Context: an optimization exercise on an open-source flow, tuned for small area. The choices shown serve that exercise and are no tape-out recipe. The RTL was checked by simulation tests, not by an equivalence proof against the original design. Power is estimated from default activity; no workload was simulated.

// branch_predictor
module branch_predictor (
  input  wire logic        CLK,
  input  wire logic        RST,
  input  logic [31:0]      pc,
  output logic             hit,
  output logic             pred_taken,
  output logic [31:0]      pred_target,
  input  wire logic        upd_en,
  input  logic [31:0]      upd_pc,
  input  wire logic        upd_taken,
  input  logic [31:0]      upd_target,
  input  wire logic        flush_tbl,
  output logic             mispredict,
  output logic [31:0]      upd_cnt,
  output logic [31:0]      miss_cnt
);
  logic [15:0] r_valid;
  logic [25:0] r_tag [16];
  logic [29:0] r_tgt [16];
  logic [1:0]  r_ctr [16];
  logic [31:0] r_upd_cnt;
  logic [31:0] r_miss_cnt;
  logic [15:0] c_tag  [26];
  logic [15:0] c_tgt  [30];
  logic [15:0] c_ctr  [2];
  always_comb begin
    for (int i = 0; i < 16; i++) begin
      for (int k = 0; k < 26; k++) c_tag[k][i] = r_tag[i][k];
      for (int k = 0; k < 30; k++) c_tgt[k][i] = r_tgt[i][k];
      for (int k = 0; k < 2;  k++) c_ctr[k][i] = r_ctr[i][k];
    end
  end
  logic [15:0] l_sel;
  logic        l_valid_n, l_dir_n;
  logic [25:0] l_tag_n;
  logic [29:0] l_tgt_n;
  logic        l_hit, l_taken;
  assign l_sel = 16'b1 << pc[5:2];
  bp_rd16 u_l_valid (.s(l_sel), .d(r_valid),  .yn(l_valid_n));
  bp_rd16 u_l_dir   (.s(l_sel), .d(c_ctr[1]), .yn(l_dir_n));
  for (genvar k = 0; k < 26; k++) begin : g_l_tag
    bp_rd16 u_rd (.s(l_sel), .d(c_tag[k]), .yn(l_tag_n[k]));
  end
  for (genvar k = 0; k < 30; k++) begin : g_l_tgt
    bp_rd16 u_rd (.s(l_sel), .d(c_tgt[k]), .yn(l_tgt_n[k]));
  end
  assign l_hit   = !l_valid_n && (l_tag_n == ~pc[31:6]);
  assign l_taken = l_hit && !l_dir_n;
  assign hit         = l_hit;
  assign pred_taken  = l_taken;
  assign pred_target = l_taken ? {~l_tgt_n, 2'b00} : pc + 32'd4;
  ...
clock: 8.0 ns
lec_check: 0
cap_margin: 0
core_margin: 2
core_utilization: 55
cts_cluster_diameter: 80
cts_cluster_size: 30
setup_slack_margin: 0.3
slew_margin: 0
synth_hierarchical: 1
standard.sh (not shown) runs the stock make flow with config.mk's settings and CLKGATE_MAP_FILE= SYNTH_SCRIPT=/design/flow/synth_recipe.tcl, a recipe that flattens the netlist after the stock synthesis.
==> flow/flow/run.sh <==
#!/bin/bash
# Standard layout, with two changes: the port buffers are made from the
# smallest plain buffer instead of the delay buffer the default choice picks,
# and after global routing's repair the paths with spare slack are sized down.
set -euo pipefail
export BUFFER_PORTS_ARGS="-buffer_cell sky130_fd_sc_hd__buf_1"
export RECOVER_POWER=100
bash standard.sh > standard.log 2>&1
The baseline produced a layout that fails on max-capacitance violations, max-slew violations, negative setup slack.
Edit:
==> flow/flow/run.sh (replaced) <==
#!/bin/bash
# Standard layout, with the port buffers made from the smallest plain buffer
# instead of the delay buffer the default choice picks.
set -euo pipefail
export BUFFER_PORTS_ARGS="-buffer_cell sky130_fd_sc_hd__buf_1"
bash standard.sh > standard.log 2>&1
Settings changed: CORE_UTILIZATION 55 to 60.
=> With this change the flow went through all stages and came out clean. Flip-flop and latch count stays the same. Power rose by 0.64%. Sequential share of layout area fell by 0.17 points. Final cell count fell by 1.8%.
Edit:
Settings changed: CORE_UTILIZATION 60 to 55, SETUP_SLACK_MARGIN 0.3 to 0.5.
=> The new run completed with no timing, DRC or antenna violations; combinational power is about the same; clock power came out lower slightly; total power drops slightly; worst setup slack improves by 0.18 ns; die area increases by a little under a tenth.

* * *

v15:
branch_predictor again, from the RTL that the note above started with.
export LEC_CHECK = 0
export CAP_MARGIN = 0
export CORE_MARGIN = 2
export CORE_UTILIZATION = 55
export CTS_CLUSTER_DIAMETER = 80
export CTS_CLUSTER_SIZE = 30
export SETUP_SLACK_MARGIN = 0.1
export SLEW_MARGIN = 0
export SYNTH_HIERARCHICAL = 1
create_clock -name core_clock -period 8.0 [get_ports {CLK}]
==> flow/flow/run.sh <==
#!/bin/bash
# Standard layout, with the port buffers made from the smallest plain buffer
# instead of the delay buffer the default choice picks.
set -euo pipefail
export BUFFER_PORTS_ARGS="-buffer_cell sky130_fd_sc_hd__buf_1"
bash standard.sh > standard.log 2>&1
v15 completed every stage of the flow, and the final layout passed the timing, DRC and antenna checks.
--- input diff v15..v24 ---
Settings: removing CTS_CLUSTER_DIAMETER (formerly 80); changing CAP_MARGIN from 0 to 20; removing CTS_CLUSTER_SIZE (formerly 30); changing SLEW_MARGIN from 0 to 20.
==> flow/run.sh (new file) <==
#!/bin/bash
# synth_recipe.tcl (not shown) runs the flow's synth.tcl, then flattens the netlist and writes it again
# the make line also repeats each setting of config.mk as NAME=value (left out here)
make -C /OpenROAD-flow-scripts/flow DESIGN_CONFIG=/design/flow/config.mk WORK_HOME=/design/flow/orfs CLKGATE_MAP_FILE= SYNTH_SCRIPT=/design/flow/synth_recipe.tcl finish
removed: flow/flow/run.sh
removed: flow/standard.sh
### Flow results
- Layout overhead on the synthesized area (lower): v15
- Between v24 and v15, it is v24 whose pre-CTS setup slack is lower, by 0.32 ns.
- Min combinational-cell power consumption across v24 and v15: v15
Modified inputs, v16 compared to v24
Settings: SLEW_MARGIN: 20 -> 0; CTS_CLUSTER_SIZE: unset -> 30; CAP_MARGIN: 20 -> 0; SETUP_SLACK_MARGIN: 0.1 -> 0.3; CTS_CLUSTER_DIAMETER: unset -> 80.
==> flow/flow/run.sh (new file) <==
#!/bin/bash
# Standard layout, with the port buffers made from the smallest plain buffer
# instead of the delay buffer the default choice picks.
set -euo pipefail
export BUFFER_PORTS_ARGS="-buffer_cell sky130_fd_sc_hd__buf_1"
bash standard.sh > standard.log 2>&1
==> flow/standard.sh (new file) <==
#!/bin/bash
# synth_recipe.tcl (not shown) runs the flow's synth.tcl, then flattens the netlist and writes it again
# the make line also repeats each setting of config.mk as NAME=value (left out here)
make -C /OpenROAD-flow-scripts/flow DESIGN_CONFIG=/design/flow/config.mk WORK_HOME=/design/flow/orfs CLKGATE_MAP_FILE= SYNTH_SCRIPT=/design/flow/synth_recipe.tcl "${@:-finish}"
removed: flow/run.sh
==> summary.txt <==
- Higher global-route usage among v16 and v24: v24
- In the reports for v16 and v24, the smaller met3 usage belongs to v24.
- Against v24, v16 comes in 1900 µW lower on total power of the final layout.
- The portion of total power attributed to combinational logic in v16 was higher than what v24 gave.

re-timing with driven ports:
The flow's constraints put no driver on any port. The routed layouts listed below were extracted and timed again, unchanged, in two steps.
Step 1 assumes that a clkbuf_16 drives the clock port and a buf_2 every other input.
Step 2 moves the port delays by t, midway between the first and last clock arrival at a register: inputs arrive t later, outputs are due t later. That takes back most of the time a late clock gives input paths.
Slacks: ideal ports / drivers / drivers and shift; pairs: ideal ports / drivers.
| run | t (ns) | slack for setup (ns) | pins driven straight from the clock port |
|---|---|---|---|
| the first run of note 1 | 0.722 | -0.257 / -0.283 / -1.005 | 1 |
| the second run of note 1 | 0.722 | 0.302 / 0.268 / 0.268 | 1 |
| the third run of note 1 | 0.726 | 0.480 / 0.378 / 0.378 | 1 |
| v15 | 0.756 | 0.132 / 0.106 / 0.106 | 1 |
| v24 | 0.734 | 0.165 / 0.102 / 0.102 | 1 |
| v16 | 0.724 | 0.447 / 0.321 / 0.321 | 1 |
For the first run of note 1, which loses most, drivers alone change the setup slack by -0.026 ns; drivers and shift together by -0.748 ns.
